This is an optimization exercise on Yosys and OpenROAD, whose aim is small area, not a production implementation.
Function was checked by simulation only, so behaviour that the tests miss may differ from the original.
Power and IR drop assume default switching activity.

==> flow/design.v <==
package rv6_pkg;
  localparam int XLEN_DEF = 64;
  localparam int NREG_DEF = 32;
  localparam int REG_AW   = $clog2(NREG_DEF);
  localparam int WB_ALU   = 0;
  localparam int WB_LSU   = 1;
  localparam int NWB      = 2;
  localparam int POP_MAX  = 1024;
  function automatic int unsigned popcount(input logic [POP_MAX-1:0] v);
    int unsigned n;
    n = 0;
    for (int i = 0; i < POP_MAX; i++) begin
      n += 32'(v[i]);
    end
    popcount = n;
  endfunction
endpackage
module regfile_scoreboard
#(
  parameter int NREG = rv6_pkg::NREG_DEF,
  localparam int AW  = $clog2(NREG)
) (
  input  logic              clk,
  input  logic              rst,
  input  logic              i_iss_vld,
  input  logic [AW-1:0]     i_iss_rd,
  output logic              o_iss_rdy,
  input  logic [rv6_pkg::NWB-1:0]    i_wb_vld,
  input  logic [rv6_pkg::NWB*AW-1:0] i_wb_rd,
  input  logic              i_flush,
  output logic [NREG-1:0]   o_busy,
  output logic [AW:0]       o_busy_cnt
);
  logic [NREG-1:0] r_busy;
  logic [AW:0]     r_busy_cnt;
  logic [NREG-1:0] w_set;
  logic [NREG-1:0] w_clr;
  logic [NREG-1:0] w_busy_next;
  logic [AW-1:0]   w_wb_rd_alu;
  logic [AW-1:0]   w_wb_rd_lsu;
  logic            w_fire;
  assign w_wb_rd_alu = i_wb_rd[rv6_pkg::WB_ALU*AW +: AW];
  assign w_wb_rd_lsu = i_wb_rd[rv6_pkg::WB_LSU*AW +: AW];
  assign o_iss_rdy = !i_flush && ((i_iss_rd == '0) || !r_busy[i_iss_rd]);
  assign w_fire    = i_iss_vld && o_iss_rdy;
  for (genvar gi = 0; gi < NREG; gi++) begin : g_busy
    if (gi == 0) begin : g_x0
      assign w_set[gi]       = 1'b0;
      assign w_clr[gi]       = 1'b0;
      assign w_busy_next[gi] = 1'b0;
    end else begin : g_xn
      assign w_set[gi] = w_fire && (i_iss_rd == AW'(gi));
      assign w_clr[gi] = (i_wb_vld[rv6_pkg::WB_ALU] && (w_wb_rd_alu == AW'(gi))) ||
                         (i_wb_vld[rv6_pkg::WB_LSU] && (w_wb_rd_lsu == AW'(gi)));
      assign w_busy_next[gi] = i_flush ? 1'b0 : ((r_busy[gi] & ~w_clr[gi]) | w_set[gi]);
    end
  end
  always_ff @(posedge clk or posedge rst) begin
    if (rst) begin
      r_busy     <= '0;
      r_busy_cnt <= '0;
    end else begin
      r_busy     <= w_busy_next;
      r_busy_cnt <= (AW+1)'(rv6_pkg::popcount(rv6_pkg::POP_MAX'(w_busy_next)));
    end
  end
  assign o_busy     = r_busy;
  assign o_busy_cnt = r_busy_cnt;
endmodule
module regfile_sb
#(
  parameter int XLEN     = rv6_pkg::XLEN_DEF,
  parameter int NREG     = rv6_pkg::NREG_DEF,
  parameter int RD_PORTS = 2,
  localparam int AW      = $clog2(NREG)
) (
  input  logic                     clk,
  input  logic                     rst,
  input  logic [RD_PORTS*AW-1:0]   rs,
  output logic [RD_PORTS*XLEN-1:0] r,
  output logic [RD_PORTS-1:0]      r_rdy,
  input  logic                     iss_vld,
  input  logic [AW-1:0]            iss_rd,
  output logic                     iss_rdy,
  input  logic [rv6_pkg::NWB-1:0]           wb_vld,
  input  logic [rv6_pkg::NWB*AW-1:0]        wb_rd,
  input  logic [rv6_pkg::NWB*XLEN-1:0]      wb_d,
  input  logic                     flush,
  output logic [AW:0]              busy_cnt
);
  if ((NREG < 2) || ((NREG & (NREG - 1)) != 0) || (NREG > rv6_pkg::POP_MAX)) begin : g_bad_nreg
    $error("regfile_sb: NREG must be a power of two between 2 and %0d", rv6_pkg::POP_MAX);
  end
  if ((RD_PORTS < 1) || (RD_PORTS > 4)) begin : g_bad_ports
    $error("regfile_sb: RD_PORTS must be 1..4");
  end
  logic [XLEN-1:0] r_regs [NREG];
  logic [NREG-1:0] w_busy;
  regfile_scoreboard #(
    .NREG (NREG)
  ) u_sb (
    .clk        (clk),
    .rst        (rst),
    .i_iss_vld  (iss_vld),
    .i_iss_rd   (iss_rd),
    .o_iss_rdy  (iss_rdy),
    .i_wb_vld   (wb_vld),
    .i_wb_rd    (wb_rd),
    .i_flush    (flush),
    .o_busy     (w_busy),
    .o_busy_cnt (busy_cnt)
  );
  always_ff @(posedge clk or posedge rst) begin
    if (rst) begin
      for (int i = 0; i < NREG; i++) begin
        r_regs[i] <= '0;
      end
    end else begin
      for (int p = 0; p < rv6_pkg::NWB; p++) begin
        if (wb_vld[p] && (wb_rd[p*AW +: AW] != '0)) begin
          r_regs[wb_rd[p*AW +: AW]] <= wb_d[p*XLEN +: XLEN];
        end
      end
    end
  end
  for (genvar gi = 0; gi < RD_PORTS; gi++) begin : g_rd
    logic [AW-1:0]   w_rs;
    logic [XLEN-1:0] w_rd_data;
    logic            w_rd_rdy;
    assign w_rs = rs[gi*AW +: AW];
    always_comb begin
      w_rd_data = (w_rs == '0) ? '0 : r_regs[w_rs];
      w_rd_rdy  = (w_rs == '0) || !w_busy[w_rs];
    end
    assign r[gi*XLEN +: XLEN] = w_rd_data;
    assign r_rdy[gi]          = w_rd_rdy;
  end
endmodule
==> flow/run.sh <==
#!/bin/bash
# synth_recipe.tcl (not shown) runs the flow's synth.tcl, then flattens the netlist and writes it again
# the make line also repeats each setting of config.mk as NAME=value (left out here)
make -C /OpenROAD-flow-scripts/flow DESIGN_CONFIG=/design/flow/config.mk WORK_HOME=/design/flow/orfs CLKGATE_MAP_FILE= SYNTH_SCRIPT=/design/flow/synth_recipe.tcl finish
==> flow/config.mk <==
export PLATFORM = sky130hd
export DESIGN_NAME = regfile_sb
export DESIGN_NICKNAME = regfile_sb
export VERILOG_FILES = /design/flow/design.v
export SDC_FILE = /design/flow/constraint.sdc
export NUM_CORES = 8
export LEC_CHECK = 0
export CAP_MARGIN = 20
export CORE_MARGIN = 2
export CORE_UTILIZATION = 25
export PLACE_DENSITY = 0.35
export SLEW_MARGIN = 20
==> flow/constraint.sdc <==
create_clock -name core_clock -period 8.0 [get_ports {clk}]
set_input_delay 1.6000 -clock core_clock [delete_from_list [all_inputs] [get_ports {clk}]]
set_output_delay 1.6000 -clock core_clock [all_outputs]
set_load 0.01 [all_outputs]
==> impl_metrics.env, run 1 <==
export IMPL_grt_use_total=0.4035
export IMPL_path_class="in2out"
export IMPL_achievable_frequency_mhz=129.0
export IMPL_synth_edff_count=0
export IMPL_crit_fanout=19
export IMPL_power_static_leakage_nw=63.73
export IMPL_fillers=51204
export IMPL_worst_supply_voltage_drop_on_vdd_mv=0.1410
export IMPL_clock_tree_from_tritoncts="done"
export IMPL_clk_latency_ps=980
export IMPL_drtAntennaViolNets=0
export IMPL_synth_seq_area_share=0.4128
export IMPL_synth_nets=14354
export IMPL_dr_total_vias=143257
export IMPL_switching_power_w=0.01309
export IMPL_cp_data_arrival_time_ps=6150
export IMPL_routed_wire_length_per_instance_um=51.00
export IMPL_post_route_cells_drive_above_1_share=0.1086
export IMPL_routed_wirelength_mm=1049
export IMPL_class_of_the_worst_hold_path="reg2reg"
export IMPL_finalClockSkew_ps=5.231
export IMPL_design_portCount=296
export IMPL_power_internal_w=0.02318
export IMPL_placement_rows=257
export IMPL_power_density_nw_per_um2=250.3
export IMPL_cts_made_buffers=281
export IMPL_post_synth_instance_area_um2=122500
export IMPL_startpoint_type="primary input"
export IMPL_ys_dominant_reg_cell="dfrtp_1"
export IMPL_synth_cell_types=82
export IMPL_drt_drc_violations_left=0
export IMPL_synth_seq_cells=2021
export IMPL_finalSetupTns_ps=0
export IMPL_hpwl_mm=595.0
export IMPL_die_height_um=704.0
export IMPL_place_congestion=0.9374
export IMPL_timing_critical_path_required_ps=6400
export IMPL_power_frac_comb=0.197
export IMPL_area_delta_synth_final_pct=18.31
export IMPL_io_buffer_count=295
export IMPL_finalHoldViolations=0
export IMPL_ys_async_sr_fraction=1.000
export IMPL_post_synth_cell_area_avg_um2=8.650
export IMPL_p_seq_frac=0.440
export IMPL_cts_root_buf="clkbuf_16"
export IMPL_relSlewSlack=0.07765
export IMPL_routed_via_density=6.963
export IMPL_ctsLongestPathBuffers=4
export IMPL_timing_final_setup_violations=0
export IMPL_syn_inst=14163
export IMPL_clock_pin_slew_on_the_worst_setup_and_hold_paths_ps=50
export IMPL_core_um2=489100
export IMPL_first_pass_grt_wire_length_mm=1349
export IMPL_yosys_warnings=3
export IMPL_final_period_utilization=0.9690
export IMPL_rsz0062_at_grt="false"
export IMPL_starting_utilization_of_the_core_area=0.2505
export IMPL_post_route_util=0.2964
export IMPL_grt_start_max_net_pins=147
export IMPL_hold_buffers=0
export IMPL_cts_repair_resize_count=0
export IMPL_post_cts_setup_inserts=0
export IMPL_firstDrtPassIters=14
export IMPL_first_global_vias=129541
export IMPL_clkPwrFrac=0.363
export IMPL_tightestPinTransition_ps=1384
export IMPL_run_status="no timing/DRC/antenna violations"
export IMPL_htree_num_levels=5
export IMPL_layout_nets=13924
export IMPL_die_area_um2=495700
export IMPL_tritoncts_num_sinks=2021
export IMPL_swShare=0.3610
export IMPL_dieWidth_um=704.0
export IMPL_max_cap_violations=0
export IMPL_antenna_violations_before_repair=165
export IMPL_grt_overflow_total=0
export IMPL_worst_setup_end_kind="output port"
export IMPL_drt_first_iter_violations=28978
export IMPL_period_minus_slack_ps=7752
export IMPL_final_max_slew_violation_count=0
[power by group through the flow]
| stage | Sequential [W] | Clock [W] | Combinational, W |
|---|---|---|---|
| after CTS | 0.0157 | 0.0132 | 0.00691 |
| after global routing | 0.0160 | 0.0136 | 0.00753 |
| final | 0.0160 | 0.0132 | 0.00714 |
| after global placement | 0.0158 | 0 | 0.00672 |
| after floorplan | 0.0146 | 0 | 0.00417 |
| after detailed placement | 0.0158 | 0 | 0.00689 |
[flip-flops by register name, indices dropped and copies added, names as in the netlist]
register and count:
u_sb.r_busy 31, u_sb.r_busy_cnt 6, r_regs 1984
[metrics by stage]
stage | std cells | power [W] | setup WS [ps] | hold slack [ps] | instance area [um^2]
4_1_cts | 20400 | 0.03576 | 629.0 | 566.8 | 144500
3_3_place_gp | 19925 | 0.02254 | -345.0 | 547.0 | 135500
5_1_grt | 20415 | 0.03713 | 534.7 | 604.3 | 144600
3_5_place_dp | 19925 | 0.02272 | -136.0 | 554.3 | 135500
2_1_floorplan | 14163 | 0.01877 | -21660 | 516.9 | 122500
6_report | 20574 | 0.03627 | 248.1 | 571.4 | 144900
[area by class of cell]
class | count | area [um^2] | area share
multi-input cells | 10269 | 65370 | 0.4510
flip-flops and latches | 2021 | 50570 | 0.3489
repair buffers | 1114 | 11280 | 0.07783
clock buffers | 410 | 8193 | 0.05652
well taps | 6475 | 8102 | 0.05589
clock inverters | 65 | 819.5 | 0.005654
diodes | 174 | 435.4 | 0.003004
inverters | 46 | 176.4 | 0.001217
[routing by layer]
layer,GRT usage,wire (um)
met5,0.003076,711
met4,0.2985,89490
met3,0.1539,135700
met2,0.5614,423700
met1,0.5036,399600
[cell usage in the layout, fill, tap and decap left out, types with 32 or more instances in the layout]
cell	netlist	routed
nand2_1	1221	1176
a22o_1	56	56
and2_4	2	42
clkbuf_8	0	57
a22oi_1	1007	1007
a31o_2	33	33
buf_12	0	177
a221o_1	32	32
inv_1	45	43
clkbuf_16	0	286
nor2_4	3	66
buf_4	9	650
and3_1	488	486
nand2_4	0	42
diode_2	0	174
a21oi_1	1041	1041
mux2i_1	1323	1323
nand3_1	1191	1190
nor4_1	78	78
clkdlybuf4s50_1	0	280
o31a_1	41	41
clkbuf_1	1287	67
o21ai_0	1047	1047
dfrtp_1	2021	2021
a31oi_1	117	117
o21ai_1	35	35
a32oi_1	372	372
a221oi_1	46	46
a222oi_1	98	98
and4_1	85	85
nor2_1	1046	989
a2111oi_0	137	137
nand4_1	382	382
[critical path: stages]
cell and delay [ps]:
buf_2 720, and3b_4 660, and2_4 830, buf_4 410, buf_4 200, a22oi_1 80
and4_1 250, a31oi_1 450, buf_4 200, clkdlybuf4s50_1 530
[logic make-up after synthesis]
kind of cell,count (synthesis),synth area share
and+or+nand+nor,4720,0.1857
AOI/OAI and AO/OA,4157,0.2208
DFF,2021,0.4128
buffers and inverters,1873,0.06232
muxes,1357,0.1135
adders and majority gates,32,0.004677
xor gates and xnor gates,3,0.0002145
[final timing paths]
path,from,endpoint,slack (ps),cells after the start
hold reg to reg,r_regs[7][35],r_regs[7][35],570,2
setup reg to reg,u_sb.r_busy[1],u_sb.r_busy_cnt[4],1480,20
max in group asynchronous,rst,r_regs[8][56],5060,4
setup / recovery,rs[3],r[57],250,10
min in group asynchronous,rst,r_regs[3][17],1020,2
hold / removal,r_regs[7][35],r_regs[7][35],570,2
[Yosys cell counts, types with 23 or more instances]
| cell type | instances | share of area |
|---|---|---|
| dfrtp_1 | 2021 | 0.41 |
| mux2i_1 | 1323 | 0.11 |
| clkbuf_1 | 1287 | 0.039 |
| nand2_1 | 1221 | 0.037 |
| nand3_1 | 1191 | 0.049 |
| o21ai_0 | 1047 | 0.043 |
| nor2_1 | 1046 | 0.032 |
| a21oi_1 | 1041 | 0.043 |
| a22oi_1 | 1007 | 0.062 |
| and3_1 | 488 | 0.025 |
| buf_2 | 420 | 0.017 |
| nand4_1 | 382 | 0.020 |
| a32oi_1 | 372 | 0.027 |
| a2111oi_0 | 137 | 0.0098 |
| a31oi_1 | 117 | 0.0060 |
| buf_1 | 105 | 0.0032 |
| a222oi_1 | 98 | 0.0080 |
| and4_1 | 85 | 0.0061 |
| nor4_1 | 78 | 0.0040 |
| and2_1 | 63 | 0.0032 |
| a22o_1 | 56 | 0.0040 |
| a221oi_1 | 46 | 0.0033 |
| inv_1 | 45 | 0.0014 |
| o31a_1 | 41 | 0.0029 |
| o21ai_1 | 35 | 0.0014 |
| a31o_2 | 33 | 0.0024 |
| a221o_1 | 32 | 0.0026 |
| nor3_1 | 28 | 0.0011 |
| mux4_2 | 25 | 0.0046 |
| fa_1 | 23 | 0.0038 |
| o2111ai_1 | 23 | 0.0016 |
==> inputs of run 2 (changes only) <==
==> flow/design.v (replaced) <==
package rv6_pkg;
  localparam int XLEN_DEF = 64;
  localparam int NREG_DEF = 32;
  localparam int REG_AW   = $clog2(NREG_DEF);
  localparam int WB_ALU   = 0;
  localparam int WB_LSU   = 1;
  localparam int NWB      = 2;
  localparam int POP_MAX  = 1024;
  function automatic int unsigned popcount(input logic [POP_MAX-1:0] v);
    int unsigned n;
    n = 0;
    for (int i = 0; i < POP_MAX; i++) begin
      n += 32'(v[i]);
    end
    popcount = n;
  endfunction
endpackage
module regfile_wsel
#(
  parameter int W = 64
) (
  input  logic         i_s1,
  input  logic         i_s0,
  input  logic         i_hold,
  input  logic [W-1:0] i_d1,
  input  logic [W-1:0] i_d0,
  input  logic [W-1:0] i_q,
  output logic [W-1:0] o_d
);
  assign o_d = ({W{i_s1}} & i_d1) | ({W{i_s0}} & i_d0) | ({W{i_hold}} & i_q);
endmodule
module regfile_rdmux
#(
  parameter int N = 31,
  parameter int W = 64,
  localparam int NG = (N + 2) / 3
) (
  input  logic [N-1:0]   i_sel,
  input  logic [N*W-1:0] i_data,
  output logic [W-1:0]   o_data
);
  logic [NG*W-1:0] w_grp_n;
  for (genvar gg = 0; gg < NG; gg++) begin : g_grp
    localparam int B = 3 * gg;
    localparam int K = (N - B < 3) ? (N - B) : 3;
    logic [2:0]   w_sel;
    logic [3*W-1:0] w_data;
    for (genvar gk = 0; gk < 3; gk++) begin : g_in
      if (gk < K) begin : g_on
        assign w_sel[gk] = i_sel[B + gk];
        assign w_data[gk*W +: W] = i_data[(B + gk)*W +: W];
      end else begin : g_off
        assign w_sel[gk] = 1'b0;
        assign w_data[gk*W +: W] = '0;
      end
    end
    if (K == 3) begin : g_3
      regfile_aoi3 #(.W (W)) u_aoi (
        .i_sel  (w_sel),
        .i_data (w_data),
        .o_n    (w_grp_n[gg*W +: W])
      );
    end else if (K == 2) begin : g_2
      regfile_aoi2 #(.W (W)) u_aoi (
        .i_sel  (w_sel[1:0]),
        .i_data (w_data[2*W-1:0]),
        .o_n    (w_grp_n[gg*W +: W])
      );
    end else begin : g_1
      regfile_aoi1 #(.W (W)) u_aoi (
        .i_sel  (w_sel[0]),
        .i_data (w_data[W-1:0]),
        .o_n    (w_grp_n[gg*W +: W])
      );
    end
  end
  regfile_nandn #(.N (NG), .W (W)) u_comb (
    .i_n    (w_grp_n),
    .o_data (o_data)
  );
endmodule
module regfile_aoi3
#(
  parameter int W = 64
) (
  input  logic [2:0]     i_sel,
  input  logic [3*W-1:0] i_data,
  output logic [W-1:0]   o_n
);
  assign o_n = ~(({W{i_sel[0]}} & i_data[0 +: W]) |
                 ({W{i_sel[1]}} & i_data[W +: W]) |
                 ({W{i_sel[2]}} & i_data[2*W +: W]));
endmodule
module regfile_aoi2
#(
  parameter int W = 64
) (
  input  logic [1:0]     i_sel,
  input  logic [2*W-1:0] i_data,
  output logic [W-1:0]   o_n
);
  assign o_n = ~(({W{i_sel[0]}} & i_data[0 +: W]) |
                 ({W{i_sel[1]}} & i_data[W +: W]));
endmodule
module regfile_aoi1
#(
  parameter int W = 64
) (
  input  logic           i_sel,
  input  logic [W-1:0]   i_data,
  output logic [W-1:0]   o_n
);
  assign o_n = ~({W{i_sel}} & i_data);
endmodule
module regfile_nandn
#(
  parameter int N = 11,
  parameter int W = 64
) (
  input  logic [N*W-1:0] i_n,
  output logic [W-1:0]   o_data
);
  always_comb begin
    o_data = '0;
    for (int i = 0; i < N; i++) begin
      o_data = o_data | ~i_n[i*W +: W];
    end
  end
endmodule
module regfile_sb
#(
  parameter int XLEN     = rv6_pkg::XLEN_DEF,
  parameter int NREG     = rv6_pkg::NREG_DEF,
  parameter int RD_PORTS = 2,
  localparam int AW      = $clog2(NREG)
) (
  input  logic                     clk,
  input  logic                     rst,
  input  logic [RD_PORTS*AW-1:0]   rs,
  output logic [RD_PORTS*XLEN-1:0] r,
  output logic [RD_PORTS-1:0]      r_rdy,
  input  logic                     iss_vld,
  input  logic [AW-1:0]            iss_rd,
  output logic                     iss_rdy,
  input  logic [rv6_pkg::NWB-1:0]           wb_vld,
  input  logic [rv6_pkg::NWB*AW-1:0]        wb_rd,
  input  logic [rv6_pkg::NWB*XLEN-1:0]      wb_d,
  input  logic                     flush,
  output logic [AW:0]              busy_cnt
);
  localparam int NR = NREG - 1;   
  logic [XLEN-1:0] r_regs [1:NREG-1];
  logic [NREG-1:1] r_busy;
  logic [AW-1:0]   w_wb_rd_alu;
  logic [AW-1:0]   w_wb_rd_lsu;
  logic [XLEN-1:0] w_wb_d_alu;
  logic [XLEN-1:0] w_wb_d_lsu;
  logic [NREG-1:1] w_we0;
  logic [NREG-1:1] w_we1;
  logic [NREG-1:1] w_busy_next;
  logic            w_fire;
  logic            w_clear;
  assign w_wb_rd_alu = wb_rd[rv6_pkg::WB_ALU*AW +: AW];
  assign w_wb_rd_lsu = wb_rd[rv6_pkg::WB_LSU*AW +: AW];
  assign w_wb_d_alu  = wb_d[rv6_pkg::WB_ALU*XLEN +: XLEN];
  assign w_wb_d_lsu  = wb_d[rv6_pkg::WB_LSU*XLEN +: XLEN];
  for (genvar gi = 1; gi < NREG; gi++) begin : g_reg
    logic            w_s1;
    logic            w_s0;
    logic            w_hold;
    logic [XLEN-1:0] w_next;
    assign w_we0[gi] = wb_vld[rv6_pkg::WB_ALU] && (w_wb_rd_alu == AW'(gi));
    assign w_we1[gi] = wb_vld[rv6_pkg::WB_LSU] && (w_wb_rd_lsu == AW'(gi));
    assign w_s1   = !rst && w_we1[gi];
    assign w_s0   = !rst && w_we0[gi] && !w_we1[gi];
    assign w_hold = !rst && !w_we0[gi] && !w_we1[gi];
    regfile_wsel #(.W (XLEN)) u_wsel (
      .i_s1   (w_s1),
      .i_s0   (w_s0),
      .i_hold (w_hold),
      .i_d1   (w_wb_d_lsu),
      .i_d0   (w_wb_d_alu),
      .i_q    (r_regs[gi]),
      .o_d    (w_next)
    );
    always_ff @(posedge clk) begin
      r_regs[gi] <= w_next;
    end
  end
  logic [NR*XLEN-1:0] w_rd_all;
  for (genvar gi = 1; gi < NREG; gi++) begin : g_rd_all
    assign w_rd_all[(gi-1)*XLEN +: XLEN] = r_regs[gi];
  end
  for (genvar gp = 0; gp < RD_PORTS; gp++) begin : g_rd
    logic [AW-1:0]   w_rs;
    logic [NR-1:0]   w_sel;
    assign w_rs = rs[gp*AW +: AW];
    for (genvar gi = 1; gi < NREG; gi++) begin : g_sel
      assign w_sel[gi-1] = (w_rs == AW'(gi));
    end
    regfile_rdmux #(.N (NR), .W (XLEN)) u_rdmux (
      .i_sel  (w_sel),
      .i_data (w_rd_all),
      .o_data (r[gp*XLEN +: XLEN])
    );
    assign r_rdy[gp] = !(|(w_sel & r_busy));
  end
  assign iss_rdy = !flush && ((iss_rd == '0) || !r_busy[iss_rd]);
  assign w_fire  = iss_vld && iss_rdy;
  assign w_clear = flush || rst;
  for (genvar gi = 1; gi < NREG; gi++) begin : g_busy
    assign w_busy_next[gi] = !w_clear &&
                             ((r_busy[gi] && !w_we0[gi] && !w_we1[gi]) ||
                              (w_fire && (iss_rd == AW'(gi))));
  end
  always_ff @(posedge clk) begin
    r_busy <= w_busy_next;
  end
  assign busy_cnt = (AW+1)'(rv6_pkg::popcount(rv6_pkg::POP_MAX'({r_busy, 1'b0})));
endmodule
--- a/flow/config.mk
+++ b/flow/config.mk
@@ -7,6 +7,9 @@
 export LEC_CHECK = 0
 export CAP_MARGIN = 20
 export CORE_MARGIN = 2
-export CORE_UTILIZATION = 25
-export PLACE_DENSITY = 0.35
+export CORE_UTILIZATION = 35
+export CTS_CLUSTER_DIAMETER = 100
+export CTS_CLUSTER_SIZE = 20
+export PLACE_DENSITY = 0.45
 export SLEW_MARGIN = 20
+export SYNTH_HIERARCHICAL = 1
==> run 2 against run 1 <==
Against the previous run:
- first-iteration DRC count rose by 51%
- clock-buffer cell count decreased by 283
- worst setup slack got worse by 130 ps
- global-route usage increased by 0.16 points
- clock power is 49% lower
- synthesized area shrank 20%
- utilization up 7.7 points
- clock skew is 15 ps higher
- combinational power decreased by 75%
- critical endpoint is now r[123]
- highest routed layer unchanged
==> impl_metrics.env, run 2 <==
export IMPL_drtAntennaViolNets=0
export IMPL_grt_overflow_total=0
export IMPL_final_max_slew_violation_count=0
export IMPL_grt_start_max_net_pins=65
export IMPL_reg_largest_list="r_regs (1984), r_busy (31)"
export IMPL_synth_area_top_cells="dfxtp_1, a222oi_1, buf_6"
export IMPL_starting_utilization_of_the_core_area=0.3516
export IMPL_drt_first_iter_violations=43750
export IMPL_timing_final_setup_violations=0
export IMPL_layout_nets=9603
export IMPL_synth_seq_cells=2015
export IMPL_timing_critical_path_required_ps=6400
export IMPL_clock_tree_from_tritoncts="done"
export IMPL_htree_num_levels=3
export IMPL_die_height_um=533.8
export IMPL_relSlewSlack=0.1047
export IMPL_area_delta_synth_final_pct=6.214
export IMPL_finalClockSkew_ps=20.56
export IMPL_ys_async_sr_fraction=0
export IMPL_cts_root_buf="clkbuf_16"
export IMPL_startpoint_type="primary input"
export IMPL_post_synth_cell_area_avg_um2=10.14
export IMPL_worst_supply_voltage_drop_on_vdd_mv=0.1704
export IMPL_timing_hold_worst_endpoint="r_regs[18][1]"
export IMPL_firstDrtPassIters=20
export IMPL_antenna_violations_before_repair=69
export IMPL_first_global_vias=97835
export IMPL_clock_pin_slew_on_the_worst_setup_and_hold_paths_ps=90
export IMPL_yosys_warnings=10
export IMPL_cts_made_buffers=117
export IMPL_reg2reg_depth=7
export IMPL_achievable_frequency_mhz=126.9
export IMPL_ctsLongestPathBuffers=3
export IMPL_design_portCount=296
export IMPL_run_status="no timing/DRC/antenna violations"
export IMPL_area_leader_netlist="dfxtp_1"
export IMPL_grt_use_total=0.4051
export IMPL_dieWidth_um=533.8
export IMPL_place_area_um2=101000
export IMPL_rr_endpoint="r_busy[18]"
export IMPL_max_cap_violations=0
export IMPL_synth_common_cells="a222oi_1, inv_1, dfxtp_1"
export IMPL_period_minus_slack_ps=7881
export IMPL_rsz0062_at_grt="false"
export IMPL_final_period_utilization=0.9851
export IMPL_worstHoldStart="r_regs[18][1]"
export IMPL_routed_wirelength_mm=616.4
export IMPL_power_density_nw_per_um2=180.8
export IMPL_core_um2=279400
export IMPL_hold_buffers=0
export IMPL_die_area_um2=285000
export IMPL_power_static_leakage_nw=49.87
export IMPL_ys_dominant_reg_cell="dfxtp_1"
export IMPL_path_class="in2out"
export IMPL_io_buffer_count=295
export IMPL_post_synth_instance_area_um2=98240
export IMPL_worst_setup_end_kind="output port"
export IMPL_class_of_the_worst_hold_path="reg2reg"
export IMPL_crit_fanout=29
export IMPL_tritoncts_num_sinks=2015
export IMPL_regToRegSetupSlack_ps=5640
export IMPL_mostFrequentLayoutCells="a222oi_1, inv_1, dfxtp_1"
export IMPL_worst_hold_path_num_cells=2
export IMPL_synth_cell_types=64
export IMPL_hpwl_mm=338.5
export IMPL_first_pass_grt_wire_length_mm=821.1
export IMPL_timing_rr_start="r_busy[28]"
export IMPL_routed_via_density=8.044
export IMPL_synthDominantCellAreaShare=0.4106
export IMPL_yosys_cell_count_top_type="a222oi_1"
export IMPL_routed_wire_length_per_instance_um=46.69
export IMPL_synth_nets=9880
export IMPL_place_congestion=0.9295
export IMPL_finalSetupTns_ps=0
export IMPL_layout_cells_most_common="a222oi_1"
export IMPL_placement_rows=194
export IMPL_dr_total_vias=106178
export IMPL_tightestPinTransition_ps=1343
export IMPL_finalHoldViolations=0
export IMPL_synth_seq_area_share=0.4106
export IMPL_synth_edff_count=0
export IMPL_final_cell_area_um2=104300
export IMPL_post_route_cells_drive_above_1_share=0.08753
export IMPL_cp_data_arrival_time_ps=6280
export IMPL_largest_register_ffs=1984
export IMPL_clk_latency_ps=850
export IMPL_drt_drc_violations_left=0
export IMPL_largest_register="r_regs"
export IMPL_syn_inst=9686
run 2: changes by cell type after synthesis, moves of 905 or more:
cell / delta
mux2i_1: -1308
nand2_1: -995
o21ai_0: -1035
a222oi_1: +3166
a22oi_1: -998
nand3_1: -1032
a21oi_1: -1030
dfxtp_1: +2015
clkbuf_1: -1253
inv_1: +1988
dfrtp_1: -2021
nor2_1: -905
run 2: metrics by stage:
stage | cells | total power, W | setup slack [ps] | hold WS [ps] | utilization
after detailed placement | 13012 | 0.01218 | 533.9 | 471.9 | 0.3614
after global routing | 13168 | 0.01917 | 43.64 | 513.9 | 0.3732
after global placement | 13009 | 0.01217 | 460.0 | 465.7 | 0.3617
after floorplan | 9686 | 0.01111 | 1604 | 456.1 | -
final | 13200 | 0.01886 | 119.2 | 498.3 | 0.3735
after CTS | 13159 | 0.01869 | 69.78 | 494.2 | 0.3733
run 2: area by class of cell:
cell class / count / area (um^2)
Multi-Input combinational cell: 4504 / 40990
Sequential cell: 2015 / 40340
Tap cell: 3724 / 4659
Timing Repair Buffer: 738 / 7305
Antenna cell: 39 / 97.59
Clock inverter: 20 / 289.0
Clock buffer: 127 / 3039
Inverter: 2033 / 7631
Fill cell: 27526 / 175000
run 2: kinds of logic (layout without fill, tap and decap cells):
logic type,after synthesis,count (layout),synth area share
AOI/OAI and AO/OA,3369,3369,0.3406
buffers and inverters,3167,2918,0.1826
DFF,2015,2015,0.4106
and+or+nand+nor,1078,1078,0.05769
adders and majority gates,35,35,0.006215
muxes,16,16,0.001643
xor gates and xnor gates,6,6,0.0006113
other,0,39,0
run 2: worst max-delay path by stage:
stage,endpoint,from
6_report,r[123],rs[9]
5_1_grt,busy_cnt[4],r_busy[24]
4_1_cts,busy_cnt[4],r_busy[24]
3_5_place_dp,r[123],rs[6]
3_3_place_gp,r[123],rs[9]
2_1_floorplan,busy_cnt[4],r_busy[24]
run 2: repair_timing:
action | 4_1_cts | 5_1_grt
endpoints found under the hold margin | 0 | 0
setup buffers | 0 | 0
resized for setup | 1 | 3
endpoints found under the setup margin | 1 | 1
run 2: critical path: stages:
cell             delay [ps]
clkdlybuf4s50_1         690
nor2_1                  290
nand2_1                 370
nor2_4                 1060
buf_4                   740
a222oi_1                250
nand4_1                 180
or3_1                   390
clkdlybuf4s50_1         630
run 2: report_power, final:
group / internal, W / total, W / switching (W)
clock: 0.00283 / 0.00677 / 0.00394
sequential: 0.0102 / 0.0103 / 0.000118
combinational: 0.000345 / 0.00181 / 0.00147
total: 0.0133 / 0.0189 / 0.00552
run 2: per-layer routing:
layer	track usage	part of all wire	wire length, um
met3	0.1788	0.17	107800
met5	0.009494	0.00082	507
met2	0.5521	0.39	242300
met1	0.5211	0.37	225000
met4	0.2389	0.066	40660

re-timing with driven ports:
In the flow no input, the clock included, has a driving cell. The finished layouts below were timed again as built, in two steps.
Step 1: set_driving_cell puts a clkbuf_16 on clk and a buf_2 on each other input, an assumption about the parent block.
Step 2 times the ports against the registers' clock, not the clock port: input delays grow and output delays shrink by t, the midpoint of the rising clock arrivals with the driver on.
a / b / c = ideal ports / drivers / drivers and shift; a / b = the first two.
run	t, ns	slack for setup (ns)	worst hold slack (ns)	slew at the worst register clock pin (ns)	worst data-port slew with drivers (ns)
run 1	1.132	0.248 / 0.180 / -0.199	0.571 / 0.571 / 0.571	0.07 / 0.07	0.29
run 2	0.955	0.119 / 0.076 / 0.089	0.498 / 0.498 / 0.498	0.10 / 0.10	0.25
Met with ideal ports but missed after step 2: setup timing in run 1. The setup slack of run 1, which loses most, moves by -0.068 ns with the drivers and by -0.447 ns with both steps.
